Background: an optimization exercise with open tools, aiming at small area, a short achievable clock period and few clock cycles. Do not read the settings as production practice. No functional check of the RTL was part of any run shown here. Power figures rest on the tool's default switching activity, not on a simulated workload.

<file path="design.v">
package mem_pkg;
    localparam int DATA_W     = 8;
    localparam int REG_ADDR_W = 32;
    localparam int PC_W       = 32;
    typedef enum logic [0:0] {
        IDLE = 1'b0,
        BUSY = 1'b1
    } state_e;
endpackage
module data_mem #(
    parameter int ADDR_W = 8,
    parameter int DATA_W = 8
) (
    input  logic              clk,
    input  logic              we,
    input  logic [ADDR_W-1:0] addr,
    input  logic [DATA_W-1:0] wdata,
    output logic [DATA_W-1:0] rdata
);
    logic [DATA_W-1:0] mem [2**ADDR_W];
    always_ff @(posedge clk) begin
        if (we) begin
            mem[addr] <= wdata;
        end
    end
    assign rdata = mem[addr];
endmodule
module mem_wb_stage #(
    parameter int ADDR_W  = 8,
    parameter int MEM_LAT = 2,
    parameter int DATA_W  = 8
) (
    input  logic              clk,
    input  logic              rst,
    input  logic [DATA_W-1:0] MEM_aluout,
    input  logic [DATA_W-1:0] MEM_read_data2,
    input  logic [31:0]       MEM_reg_write_addr,
    input  logic [31:0]       MEM_branch_addr,
    input  logic [31:0]       MEM_jump_addr,
    input  logic              MEM_zr,
    input  logic              MEM_ng,
    input  logic              MEM_cr,
    input  logic              MEM_ov,
    input  logic              MEM_Branch,
    input  logic              MEM_BranchFlip,
    input  logic              MEM_MemRead,
    input  logic              MEM_MemWrite,
    input  logic              MEM_Jump,
    input  logic              MEM_RegWrite,
    input  logic              MEM_MemtoReg,
    output logic [DATA_W-1:0] WB_aluout,
    output logic [DATA_W-1:0] WB_read_data,
    output logic [31:0]       WB_reg_write_addr,
    output logic              WB_RegWrite,
    output logic              WB_MemtoReg,
    output logic              pc_src,
    output logic [31:0]       pc_target,
    output logic              flush,
    output logic              stall
);
    localparam logic [2:0] CNT_INIT =
        (MEM_LAT > 1) ? 3'(MEM_LAT - 2) : 3'd0;
    mem_pkg::state_e            state_q, state_d;
    logic [2:0]        cnt_q, cnt_d;
    logic [DATA_W-1:0] wb_aluout_q, wb_aluout_d;
    logic [DATA_W-1:0] wb_read_data_q, wb_read_data_d;
    logic [31:0]       wb_dst_q, wb_dst_d;
    logic              wb_regwrite_q, wb_regwrite_d;
    logic              wb_memtoreg_q, wb_memtoreg_d;
    logic [ADDR_W-1:0] addr;
    logic [DATA_W-1:0] rdata;
    logic              rd_req;
    logic              stall_c;
    logic              rd_done;
    logic              taken;
    logic              unused_flags;
    assign addr         = MEM_aluout[ADDR_W-1:0];
    assign rd_req       = MEM_MemRead & ~MEM_MemWrite;
    assign unused_flags = ^{MEM_ng, MEM_cr, MEM_ov};
    data_mem #(
        .ADDR_W (ADDR_W),
        .DATA_W (DATA_W)
    ) u_dmem (
        .clk   (clk),
        .we    (MEM_MemWrite & ~rst),
        .addr  (addr),
        .wdata (MEM_read_data2),
        .rdata (rdata)
    );
    always_comb begin
        state_d = state_q;
        cnt_d   = cnt_q;
        stall_c = 1'b0;
        rd_done = 1'b0;
        unique case (state_q)
            mem_pkg::IDLE: begin
                if (rd_req) begin
                    if (MEM_LAT <= 1) begin
                        rd_done = 1'b1;
                    end else begin
                        stall_c = 1'b1;
                        state_d = mem_pkg::BUSY;
                        cnt_d   = CNT_INIT;
                    end
                end
            end
            mem_pkg::BUSY: begin
                if (cnt_q != 3'd0) begin
                    stall_c = 1'b1;
                    cnt_d   = cnt_q - 3'd1;
                end else begin
                    rd_done = 1'b1;
                    state_d = mem_pkg::IDLE;
                end
            end
            default: begin
                state_d = mem_pkg::IDLE;
                cnt_d   = 3'd0;
            end
        endcase
    end
    assign stall = stall_c & ~rst;
    always_comb begin
        taken     = MEM_Branch & (MEM_zr ^ MEM_BranchFlip);
        pc_target = MEM_Jump ? MEM_jump_addr : MEM_branch_addr;
        pc_src    = ~rst & (MEM_Jump | taken);
        flush     = pc_src;
    end
    always_comb begin
        wb_aluout_d    = wb_aluout_q;
        wb_read_data_d = wb_read_data_q;
        wb_dst_d       = wb_dst_q;
        wb_regwrite_d  = 1'b0;
        wb_memtoreg_d  = 1'b0;
        if (!stall_c) begin
            wb_aluout_d   = MEM_aluout;
            wb_dst_d      = MEM_reg_write_addr;
            wb_regwrite_d = MEM_RegWrite;
            wb_memtoreg_d = MEM_MemtoReg;
            if (rd_done) begin
                wb_read_data_d = rdata;
            end
        end
    end
    always_ff @(posedge clk or posedge rst) begin
        if (rst) begin
            state_q        <= mem_pkg::IDLE;
            cnt_q          <= 3'd0;
            wb_aluout_q    <= '0;
            wb_read_data_q <= '0;
            wb_dst_q       <= '0;
            wb_regwrite_q  <= 1'b0;
            wb_memtoreg_q  <= 1'b0;
        end else begin
            state_q        <= state_d;
            cnt_q          <= cnt_d;
            wb_aluout_q    <= wb_aluout_d;
            wb_read_data_q <= wb_read_data_d;
            wb_dst_q       <= wb_dst_d;
            wb_regwrite_q  <= wb_regwrite_d;
            wb_memtoreg_q  <= wb_memtoreg_d;
        end
    end
    assign WB_aluout         = wb_aluout_q;
    assign WB_read_data      = wb_read_data_q;
    assign WB_reg_write_addr = wb_dst_q;
    assign WB_RegWrite       = wb_regwrite_q;
    assign WB_MemtoReg       = wb_memtoreg_q;
endmodule
</file>
<file path="run.sh">
#!/bin/bash
# synth_recipe.tcl (not shown) runs the flow's synth.tcl, then flattens the netlist and writes it again
# the make line also repeats each setting of config.mk as NAME=value (left out here)
make -C /OpenROAD-flow-scripts/flow DESIGN_CONFIG=/design/flow/config.mk WORK_HOME=/design/flow/orfs CLKGATE_MAP_FILE= SYNTH_SCRIPT=/design/flow/synth_recipe.tcl finish
</file>
<file path="config.mk">
export PLATFORM = sky130hd
export DESIGN_NAME = mem_wb_stage
export DESIGN_NICKNAME = mem_wb_stage
export VERILOG_FILES = /design/flow/design.v
export SDC_FILE = /design/flow/constraint.sdc
export NUM_CORES = 4
export LEC_CHECK = 0
export CAP_MARGIN = 20
export CORE_MARGIN = 2
export CORE_UTILIZATION = 40
export SLEW_MARGIN = 20
</file>
<file path="constraint.sdc">
create_clock -name core_clock -period 3.0 [get_ports {clk}]
set_input_delay 0.6000 -clock core_clock [delete_from_list [all_inputs] [get_ports {clk}]]
set_output_delay 0.6000 -clock core_clock [all_outputs]
set_load 0.01 [all_outputs]
</file>
==> results of run 1 <==
-- path summary, 6_finish.rpt --
check	start	endpoint	slack, ps	cells after the start
max in group asynchronous	rst	wb_dst_q[28]$_DFFE_PP0N_	2020	4
setup / recovery	MEM_aluout[1]	wb_read_data_q[7]$_DFFE_PP0P_	170	10
setup reg to reg	u_dmem.mem[189][4]$_DFFE_PP_	wb_read_data_q[4]$_DFFE_PP0P_	450	8
hold reg to reg	wb_dst_q[18]$_DFFE_PP0N_	wb_dst_q[18]$_DFFE_PP0N_	460	2
min in group asynchronous	rst	wb_aluout_q[0]$_DFFE_PP0N_	360	3
hold / removal	MEM_read_data2[6]	u_dmem.mem[162][6]$_DFFE_PP_	250	1
-- cells in the final DEF, fill, tap and decap left out, types with 19 or more instances in the layout --
cell type / Yosys / routed
a21oi_1: 35 / 35
a22oi_1: 65 / 65
a32oi_1: 34 / 34
buf_12: 1 / 104
buf_4: 48 / 723
bufinv_16: 0 / 19
clkbuf_1: 89 / 42
clkbuf_16: 0 / 206
clkdlybuf4s50_1: 0 / 190
clkinv_1: 1 / 53
clkinv_2: 0 / 35
dfrtp_1: 54 / 54
edfxtp_1: 2048 / 2048
mux2_2: 41 / 41
mux2i_1: 176 / 176
mux4_2: 468 / 468
nand2_1: 285 / 285
nand3_1: 60 / 60
nor2_1: 299 / 295
o21ai_0: 23 / 23
o22ai_1: 33 / 33
-- worst register-to-register path: cells and delay by family, from the launching register on --
family,cells,cell delay (ps)
muxes,1,490
AOI/OAI and AO/OA,5,1210
DFF,1,370
and+or+nand+nor,1,190
buffers and inverters,1,180
-- sequential cells by signal, summed over array words and instances, names as in the netlist --
register / count
wb_aluout_q: 8
cnt_q: 3
u_dmem.mem: 2048
wb_dst_q: 32
state_q: 1
wb_read_data_q: 8
wb_regwrite_q: 1
wb_memtoreg_q: 1
-- cell type report --
class | instances | area, um^2 | share of cell area, %
Inverter | 11 | 48.8 | 0.0486
Multi-Input combinational cell | 1689 | 18000 | 17.9
Tap cell | 2688 | 3360 | 3.35
Clock inverter | 133 | 1220 | 1.22
Antenna cell | 2 | 5.00 | 0.00498
Sequential cell | 2102 | 62900 | 62.6
Clock buffer | 251 | 5350 | 5.33
Timing Repair Buffer | 1032 | 9590 | 9.55
-- per-stage QoR --
stage               hold slack [ps]  area (um^2)  setup WS, ps
CTS                             200       100000           176
global route                    220       100000           155
detailed placement              455        93800          -629
global placement                454        93800          -668
finish                          245       100000           174
floorplan                       458        82100        -0.218
-- what timing repair did --
item	4_1_cts	5_1_grt
setup endpoints to repair	1	0
resized for setup	1	0
setup buffers	1	0
-- metal layers --
layer / global-route usage [%] / up-vias / wire, um
li1: - / 18600 / -
met1: 30.0 / 23200 / 93400
met2: 34.5 / 1945 / 108000
met3: 4.35 / 330 / 18800
met4: 6.55 / 6 / 6730
met5: 0 / - / 37
-- report_power, final --
group	internal, W	switching (W)
clock	0.0143	0.0111
combinational	0.00252	0.00320
sequential	0.0326	0.000294
-- cell families after synthesis --
kind of cell               synth area share (%)
AOI/OAI and AO/OA                          2.38
xor gates and xnor gates                 0.0107
adders and majority gates                0.0305
buffers and inverters                      1.66
DFF                                        76.5
muxes                                      15.7
and+or+nand+nor                            3.67
==> metrics.md, run 1 <==
| Metric | Value |
|---|---|
| Status | `complete, no violations` |
| CTS tree | `built` |
| WP data arrival | `between 3000 and 4000 ps` |
| Synth top area share | `between 70 and 80%` |
| RSZ-0062 raised after global routing | `no` |
| Post-route setup TNS | `0 ps` |
| Final hold viol count | `0` |
| Most frequent cell after synthesis | `edfxtp_1` |
| Filler Cells Inserted | `around 17000` |
| Num rows | `about 170` |
| Die height | `roughly 460 um` |
| Layout Utilization | `49.1%` |
| Iteration-0 DRC count of the detailed router | `5333` |
| Critical-path cell list | `buf_8 > buf_4 > buf_12 > mux4_2 > nand3_1 > nand2_1 > nor4_1 > buf_4 > o32ai_1 > o32a_1` |
| Post-synth EDFFs | `2048` |
| Pwr per Cell Area | `roughly 640 nW/um^2` |
| IO Pins | `210` |
| Final wirelength | `227 mm` |
| Main area contributors after synthesis | `edfxtp_1, mux4_2, mux2i_1` |
| Layout Cells excl Fill | `7908` |
| Yosys warnings | `2` |
| CP max FO | `16` |
| Hold buffers post-CTS | `0` |
| Worst hold path type | `in2reg` |
| I/O Buffers | `206` |
| Pre-Repair DR Iteration Count | `5` |
| Avg Synthesized Cell Area | `20.3 um^2` |
| Post-synth top area cell | `edfxtp_1` |
| H-tree Lvls | `4` |
| CTS Sinks | `2102` |
| Detailed Place HPWL | `153 mm` |
| Number of global-route vias before repair | `44400` |
| Netlist cell types | `64` |
| Inst Count DP | `roughly 7500` |
| Fin crit period | `2830 ps` |
| Prevailing post-synth register cell | `edfxtp_1` |
| Total power | `0.0641 W` |
| Layout cell share with drive strength beyond 1 | `31.9%` |
| Synth Instances | `4047` |
| Crit-path leading delay family | `buffers and inverters` |
| Routed vias/inst | `5.58` |
| Peak VDD IR | `0.000605 V` |
| Seq/Total Area, Yosys | `76.5%` |
| Drc violations | `0` |
| Final ANT Viol Nets | `0` |
| Worst Skew | `26.1 ps` |
| Largest net degree at the start of global routing | `88` |
| Die W | `457 um` |
| Most frequent cells after synthesis | `edfxtp_1, mux4_2, nor2_1` |
| Setup crit start kind | `input pin` |
| Endpoints failing setup | `0` |
| # nets final | `5168` |
| Root buffer cell | `clkbuf_16` |
| Total GRT Usage | `21.6%` |
| Initial antenna violation count | `9` |
| Syn_nets | `roughly 4200` |
| Max-cap violations | `0` |
| Via count | `44200` |
| Max-slew headroom | `33.1%` |
| Measured slew at the worst slew-check pin | `999 ps` |
| Slowest cell on the critical path | `nor4_1` |
| Die area | `209000 um^2` |
| Core area | `204000 um^2` |
| Routed WL per cell | `roughly 29 um` |
| Clock latency on the worst-skew pair | `840 ps` |
| Initial core utilization | `40.2%` |
| Yosys reg bits | `about 2100` |
| Slew Viols, Final | `0` |
| Post-Syn Area | `82100 um^2` |
| Achievable Freq | `0.354 GHz` |
| Crit path largest cell delay | `690 ps` |
| Data required, critical path | `3720 ps` |
| Longest Clk Path Bufs | `3` |
| Clk slew on worst S/H paths | `60 ps` |
| Cell repeated most along the worst path | `buf_4` |
| Final Cycle Share | `94.2%` |
| Crit path kind | `in2reg` |
| Worst Path Buf+Inv | `4` |
| Gr ovfl total | `0` |
| Ys async rst share | `2.57%` |
| First-pass GRT wire length | `325 mm` |
| Area growth syn-to-layout | `22.3%` |
| Static leakage | `33.6 nW` |
| RD Place Congestion | `slightly below 0.9` |
| TritonCTS buffer count | `205` |
| Setup crit end kind | `flop` |
==> run 2: changes to the inputs <==
--- a/design.v
+++ b/design.v
@@ -97,3 +97,3 @@
                 if (rd_req) begin
-                    if (MEM_LAT <= 1) begin
+                    if (1) begin
                         rd_done = 1'b1;
==> run 2 against run 1 <==
Net effect: sequential cell count unchanged; synthesized cell count increased by 0.91%; power is 3.8% lower; non-clock buffer count is 14 higher; still clean; critical endpoint is now wb_read_data_q[4]$_DFFE_PP0P_; sequential power down 2%; hold slack got worse by 34 ps; largest cell class unchanged.
==> metrics.md, run 2 <==
| Metric | Value |
|---|---|
| Status | `complete, no violations` |
| Hold path depth | `1` |
| Peak VDD IR | `a little over 0.0006 V` |
| Total GRT Usage | `between 20% and 30%` |
| Slew Viols, Final | `0` |
| Data required, critical path | `3770 ps` |
| Final wirelength | `226 mm` |
| Clk slew on worst S/H paths | `60 ps` |
| Routed WL per cell | `between 20 and 30 um` |
| Static leakage | `between 30 and 40 nW` |
| CTS tree | `built` |
| Iteration-0 DRC count of the detailed router | `between 5000 and 6000` |
| Filler Cells Inserted | `16700` |
| First-pass GRT wire length | `approximately 320 mm` |
| Critical-path cell list | `buf_8 > buf_4 > buf_12 > mux4_2 > mux2i_1 > buf_4 > a22oi_1 > o21ai_0 > a211oi_1 > buf_4 > nor4_1 > a21oi_1` |
| IO Pins | `210` |
| Worst reg2reg path endpoint | `wb_read_data_q[3]$_DFFE_PP0P_` |
| H-tree Lvls | `4` |
| Detailed Place HPWL | `150 mm` |
| Worst R2R Path Depth | `8` |
| Yosys warnings | `2` |
| Final hold viol count | `0` |
| Setup crit end kind | `flop` |
| RSZ-0062 raised after global routing | `no` |
| Slowest cell on the critical path | `a211oi_1` |
| Die W | `between 400 and 500 um` |
| Drc violations | `0` |
| Initial core utilization | `40.2%` |
| Syn_nets | `roughly 4200` |
| Main area contributors after synthesis | `edfxtp_1, mux4_2, mux2i_1` |
| Top reg by flops | `u_dmem.mem` |
| Fin crit period | `approximately 2800 ps` |
| HP Start | `MEM_read_data2[6]` |
| Gr ovfl total | `0` |
| Seq/Total Area, Yosys | `76.5%` |
| Worst hold path type | `in2reg` |
| Yosys reg bits | `2102` |
| Hold buffers post-CTS | `0` |
| Pwr per Cell Area | `612 nW/um^2` |
| R2R Setup Slk | `around 400 ps` |
| Worst r2r src | `u_dmem.mem[115][3]$_DFFE_PP_` |
| Cell repeated most along the worst path | `buf_4` |
| Clock latency on the worst-skew pair | `850 ps` |
| Area growth syn-to-layout | `22.7%` |
| Largest net degree at the start of global routing | `a little over 100` |
| Die height | `457 um` |
| Max-slew headroom | `36.2%` |
| Core area | `204000 um^2` |
| Routed vias/inst | `5.58` |
| Postcts setup bufs | `0` |
| CP max FO | `19` |
| Most frequent cell after synthesis | `edfxtp_1` |
| Crit path largest cell delay | `670 ps` |
| Commonest non-fill, non-tap cell in the layout | `edfxtp_1` |
| Layout cell share with drive strength beyond 1 | `31.8%` |
| RD Place Congestion | `0.875` |
| Longest Clk Path Bufs | `3` |
| Netlist cell types | `61` |
| Post-synth top area cell | `edfxtp_1` |
| Pre-Repair DR Iteration Count | `6` |
| Number of global-route vias before repair | `44800` |
| # nets final | `5219` |
| Commonest non-fill, non-tap cells in the layout | `edfxtp_1, buf_4, mux4_2` |
| Crit-path leading delay family | `compound AO/OA/AOI/OAI gates` |
| I/O Buffers | `approximately 210` |
| Synth top area share | `around 75%` |
| Layout Utilization | `about half` |
| Post-Syn Area | `82100 um^2` |
| Die area | `209000 um^2` |
| Post-synth EDFFs | `2048` |
| Crit path kind | `in2reg` |
| Num rows | `166` |
| Initial antenna violation count | `6` |
| Avg Synthesized Cell Area | `20.1 um^2` |
| TritonCTS buffer count | `206` |
| WHS Endpoint | `u_dmem.mem[5][6]$_DFFE_PP_` |
| Worst Path Buf+Inv | `5` |
| WP data arrival | `3590 ps` |
| Largest registers | `u_dmem.mem: 2048 flops, wb_dst_q: 32 flops` |
| Ys async rst share | `2.57%` |
| Root buffer cell | `clkbuf_16` |
| Total power | `0.0617 W` |
| Worst Skew | `30.9 ps` |
| Achievable Freq | `0.355 GHz` |
| Via count | `44300` |
| Setup crit start kind | `input pin` |
| Most frequent cells after synthesis | `edfxtp_1, mux4_2, nor2_1` |
| Endpoints failing setup | `0` |
| Min Hold Slack | `211 ps` |
| Prevailing post-synth register cell | `edfxtp_1` |
| Max reg flops | `2048` |
| CTS Sinks | `2102` |
| Synth Instances | `4084` |
| Max-cap violations | `0` |
| Measured slew at the worst slew-check pin | `958 ps` |
| Final ANT Viol Nets | `0` |
| Final Cycle Share | `93.9%` |
## run 2: cell count changes after synthesis, sizes merged, moves of 20 or more
cell,before,now
a211oi,6,31
a32oi,34,3
mux2i,176,244
mux4,474,444
nand2,285,226
nand4,12,44
nor2b,12,32
## run 2: kinds of logic after synthesis
logic type / share of synthesized area (%)
multiplexers: 15.7
AO/OA/AOI/OAI: 2.32
adder cells (fa/ha/maj): 0.0305
XOR/XNOR: 0.0213
buffers and inverters: 1.53
flip-flops: 76.5
AND/OR/NAND/NOR: 3.86
## run 2: worst max path at each step
stage,to,from,cells past startpoint
floorplan,u_dmem.mem[236][0]$_DFFE_PP_,MEM_aluout[1],10
global placement,wb_read_data_q[3]$_DFFE_PP0P_,MEM_aluout[6],12
detailed placement,wb_read_data_q[3]$_DFFE_PP0P_,MEM_aluout[6],12
CTS,stall,cnt_q[0]$_DFFE_PP0P_,6
global route,stall,cnt_q[0]$_DFFE_PP0P_,6
finish,wb_read_data_q[4]$_DFFE_PP0P_,MEM_aluout[1],12
## run 2: final cells by class
type	instances	area [um^2]	area share (%)
Antenna cell	3	7.51	0.00745
Clock buffer	256	5370	5.33
Clock inverter	121	1250	1.24
Inverter	7	26.3	0.0261
Multi-Input combinational cell	1729	18100	18.0
Sequential cell	2102	62900	62.4
Tap cell	2688	3360	3.34
Timing Repair Buffer	1046	9780	9.70
## run 2: power breakdown
group	total [W]	internal (W)	switching, W
clock network	0.0254	0.0144	0.0111
registers	0.0324	0.0323	0.0000876
logic	0.00384	0.00168	0.00216
## run 2: what timing repair did
action                     in CTS  in global routing
setup endpoints to repair       1                  0
resized for setup               1                  0
hold endpoints to repair        0                  0
## run 2: metrics by stage
stage / setup WS (ps) / area (um^2) / instances / setup TNS (ps)
detailed placement: -615 / 94200 / 7572 / -291750
CTS: 165 / 101000 / 7949 / 0
global placement: -633 / 94200 / 7572 / -280570
finish: 184 / 101000 / 7952 / 0
global route: 90.6 / 101000 / 7949 / 0
floorplan: -108 / 82200 / 4084 / -80660
## run 2: routing by layer
layer  vias to the layer above  GRT usage (%)  routed length, um
met5                         -              0                 11
met3                       384           4.39              18300
li1                      18700              -                  -
met1                     23300           29.2              91000
met4                         2           7.22               7950
met2                      1935           34.7             108000
## run 2: worst reg2reg max path: stages, from the launching register on
cell and delay [ps]:
edfxtp_1 350, mux4_2 470, mux2i_1 190, or3_1 140, o21ai_0 160, buf_4 180
a311oi_1 360, o21ai_1 270, o32a_1 400
==> run 3: changes to the inputs <==
--- a/config.mk
+++ b/config.mk
@@ -10,2 +10,4 @@
 export CORE_UTILIZATION = 40
+export SETUP_SLACK_MARGIN = 1.0
 export SLEW_MARGIN = 20
+export TNS_END_PERCENT = 100
==> run 3 against run 2 <==
Net effect: still clean; clock skew increased by 28 ps; sequential cell count stayed put; final area grew 6.0%; power rose by 1.5%; highest routed layer unchanged.
==> metrics.md, run 3 <==
| Metric | Value |
|---|---|
| Status | `complete, no violations` |
| WP data arrival | `1930 ps` |
| Post-synth top area cell | `edfxtp_1` |
| Final ANT Viol Nets | `0` |
| H-tree Lvls | `4` |
| Data required, critical path | `2400 ps` |
| Commonest non-fill, non-tap cell in the layout | `edfxtp_1` |
| Root buffer cell | `clkbuf_16` |
| TritonCTS buffer count | `~210` |
| Critical-path cell list | `inv_2 > ha_4 > ha_4 > nand2b_4 > nor2_1 > buf_2` |
| Synth Instances | `between 4000 and 5000` |
| Max-cap violations | `0` |
| Drc violations | `0` |
| Slew Viols, Final | `0` |
| RD Place Congestion | `0.836` |
| CTS tree | `built` |
| Peak VDD IR | `around 0.00063 V` |
| Number of global-route vias before repair | `45100` |
| Inst Count DP | `7532` |
| Crit-path leading delay family | `flip-flops` |
| Main area contributors after synthesis | `edfxtp_1, mux4_2, mux2i_1` |
| IO Pins | `210` |
| Endpoints failing setup | `0` |
| Slowest cell on the critical path | `dfrtp_1` |
| Via count | `44900` |
| Core area | `204000 um^2` |
| R2R Setup Slk | `590 ps` |
| Initial core utilization | `40.2%` |
| Post-Syn Area | `82100 um^2` |
| Setup ws final | `468 ps` |
| Static leakage | `~36 nW` |
| Sequential cell area | `62900 um^2` |
| # nets final | `5287` |
| Worst hold path type | `in2async` |
| Post-route cell area | `107000 um^2` |
| Clock latency on the worst-skew pair | `870 ps` |
| Pre-Repair DR Iteration Count | `7` |
| Setup crit end kind | `output port` |
| Top reg by flops | `u_dmem.mem` |
| Prevailing post-synth register cell | `edfxtp_1` |
| Final wirelength | `233 mm` |
| Area occupied by multi-input gates | `20300 um^2` |
| Iteration-0 DRC count of the detailed router | `4904` |
| Pwr per Cell Area | `586 nW/um^2` |
| Die W | `between 400 and 500 um` |
| Max-slew headroom | `40.6%` |
| Initial antenna violation count | `5` |
| Final Cycle Share | `a little over four fifths` |
| Commonest non-fill, non-tap cells in the layout | `edfxtp_1, buf_4, mux4_2` |
| Synth top area share | `about 75%` |
| First-pass GRT wire length | `328 mm` |
| Netlist cell types | `61` |
| Detailed Place HPWL | `153 mm` |
| Layout Cells excl Fill | `roughly 8000` |
| Ys async rst share | `2.57%` |
| Crit path kind | `reg2out` |
| Gr ovfl total | `0` |
| Die area | `about 210000 um^2` |
| Pre-CTS WS | `-628 ps` |
| Yosys warnings | `2` |
| Filler Cells Inserted | `16000` |
| Layout cell share with drive strength beyond 1 | `40.8%` |
| Avg Synthesized Cell Area | `between 20 and 25 um^2` |
| Largest registers | `u_dmem.mem: 2048 flops, wb_dst_q: 32 flops` |
| Area growth syn-to-layout | `30.0%` |
| Syn_nets | `4211` |
| Seq/Total Area, Yosys | `76.5%` |
| Die height | `457 um` |
| Longest Clk Path Bufs | `3` |
| Cell repeated most along the worst path | `ha_4` |
| Num rows | `around 170` |
| Fin crit period | `2530 ps` |
| Most frequent cell after synthesis | `edfxtp_1` |
| I/O Buffers | `206` |
| Achievable Freq | `just under 0.4 GHz` |
| Routed vias/inst | `5.59` |
| Most frequent cells after synthesis | `edfxtp_1, mux4_2, nor2_1` |
| Yosys reg bits | `2102` |
| Largest net degree at the start of global routing | `about 110` |
| Final hold viol count | `0` |
| Min Hold Slack | `117 ps` |
| Max reg flops | `2048` |
| RSZ-0062 raised after global routing | `yes` |
| Routed WL per cell | `29.0 um` |
| Measured slew at the worst slew-check pin | `891 ps` |
| Post-synth EDFFs | `slightly above 2000` |
| Crit path largest cell delay | `between 300 and 400 ps` |
| CP max FO | `3` |
| Layout Utilization | `52.2%` |
| Setup crit start kind | `flop` |
| Hold buffers post-CTS | `0` |
| Worst Skew | `59.1 ps` |
| CTS Sinks | `approximately 2100` |
| Clk slew on worst S/H paths | `60 ps` |
| Post-placement cell area | `about 98000 um^2` |
| Total GRT Usage | `between 20% and 30%` |
| Worst Path Buf+Inv | `2` |
-- run 3: cell count changes in the layout (fill, tap and decap cells not counted), moves of 15 or more --
cell,previous run,this run
nor2_1,262,34
buf_12,110,315
buf_4,731,535
nor2_4,1,172
clkdlybuf4s50_1,191,67
buf_6,0,83
nor2_2,24,81
mux2_2,42,11
mux2_4,0,31
buf_2,2,32
dlymetal6s2s_1,0,22
nand2_1,225,203
buf_16,0,15
-- run 3: final cells by class --
class	count	area share [%]
Antenna cell	3	0.00703
Clock buffer	257	5.17
Tap cell	2688	3.15
Clock inverter	132	1.22
Inverter	7	0.0281
Timing Repair Buffer	1109	12.5
Sequential cell	2102	58.9
Multi-Input combinational cell	1729	19.0
-- run 3: what timing repair did --
item | CTS | global route
gates resized for setup | 515 | 185
endpoints found under the setup margin | 2018 | 660
pin swaps | 28 | 32
gates cloned | 5 | 8
buffers inserted | 35 | 55
-- run 3: cell families (layout without fill, tap and decap cells) --
kind of cell             Yosys count  after routing  share of synthesized area (%)
flip-flops                      2102           2102                           76.5
XOR/XNOR                           2              2                         0.0213
AND/OR/NAND/NOR                  724            724                           3.86
AO/OA/AOI/OAI                    271            271                           2.32
adder cells (fa/ha/maj)            2              2                         0.0305
multiplexers                     730            730                           15.7
other                              0              3                              0
buffers and inverters            253           1505                           1.53
-- run 3: worst min-delay path: stages --
cell and delay, ps:
clkdlybuf4s15_2 220, buf_4 160, inv_2 470
-- run 3: path summary, 6_finish.rpt --
| check | startpoint | to | cells after the start |
|---|---|---|---|
| max reg2reg | u_dmem.mem[126][2]$_DFFE_PP_ | wb_read_data_q[2]$_DFFE_PP0P_ | 7 |
| max | cnt_q[1]$_DFFE_PP0P_ | stall | 6 |
| max in group asynchronous | rst | wb_dst_q[17]$_DFFE_PP0N_ | 4 |
| min in group core_clock | MEM_read_data2[3] | u_dmem.mem[129][3]$_DFFE_PP_ | 1 |
| min reg2reg | wb_dst_q[20]$_DFFE_PP0N_ | wb_dst_q[20]$_DFFE_PP0N_ | 2 |
| min | rst | wb_read_data_q[1]$_DFFE_PP0P_ | 3 |
-- run 3: stage by stage --
stage | TNS (ps) | total power [W]
after floorplan | 0 | 0.0347
after global placement | -67500 | 0.0369
after detailed placement | -85320 | 0.0370
after CTS | 0 | 0.0628
after global routing | 0 | 0.0643
final | 0 | 0.0626
-- run 3: routing by layer --
metal	global-route usage (%)	wire length (um)	part of all wire, %	up-vias
met1	30.2	96300	41	23600
met4	7.27	8000	3.4	2
met5	0	10	0.0043	-
met3	3.91	17400	7.5	380
li1	-	-	-	19000
met2	34.8	111000	48	1924
-- run 3: power by group --
part | leakage (nW) | internal (W) | switching [W] | total [W]
registers | 19.0 | 0.0323 | 0.0000910 | 0.0324
clock network | 3.34 | 0.0147 | 0.0113 | 0.0260
logic | 13.3 | 0.00191 | 0.00236 | 0.00427
total | 35.6 | 0.0489 | 0.0137 | 0.0626

==> afterwards: timing with drivers on the ports <==
The results above use ideal ports. As a check the final layouts listed here were re-extracted and re-timed, cells and wires unchanged.
Step 1 (the two cells are an assumption about what drives the block):
set clk [get_ports {clk}]
set_driving_cell -lib_cell sky130_fd_sc_hd__clkbuf_16 $clk
set_driving_cell -lib_cell sky130_fd_sc_hd__buf_2 [delete_from_list [all_inputs] $clk]
Step 2 also shifts input and output timing later by t, the mid clock arrival at the registers, as if the neighbouring blocks saw the same clock.
Three values: ideal, step 1, step 2; two values: the first two.
| run | shift t [ns] | slack for setup (ns) | hold slack, ns | worst setup path at the end | latest minus earliest clock arrival (ns) |
|---|---|---|---|---|---|
| run 1 | 0.917 | 0.174 / 0.157 / -0.708 | 0.245 / 0.190 / 0.465 | input to register | 0.039 / 0.039 |
| run 2 | 0.925 | 0.184 / 0.146 / -0.702 | 0.211 / 0.150 / 0.464 | input to register | 0.039 / 0.040 |
| run 3 | 0.928 | 0.468 / 0.379 / -0.397 | 0.117 / 0.067 / 0.460 | input to register | 0.063 / 0.063 |
With both steps, setup timing fails in every run listed, where it was met with ideal ports. The setup slack of run 2, which loses most, moves by -0.038 ns with the drivers and by -0.886 ns with both steps.
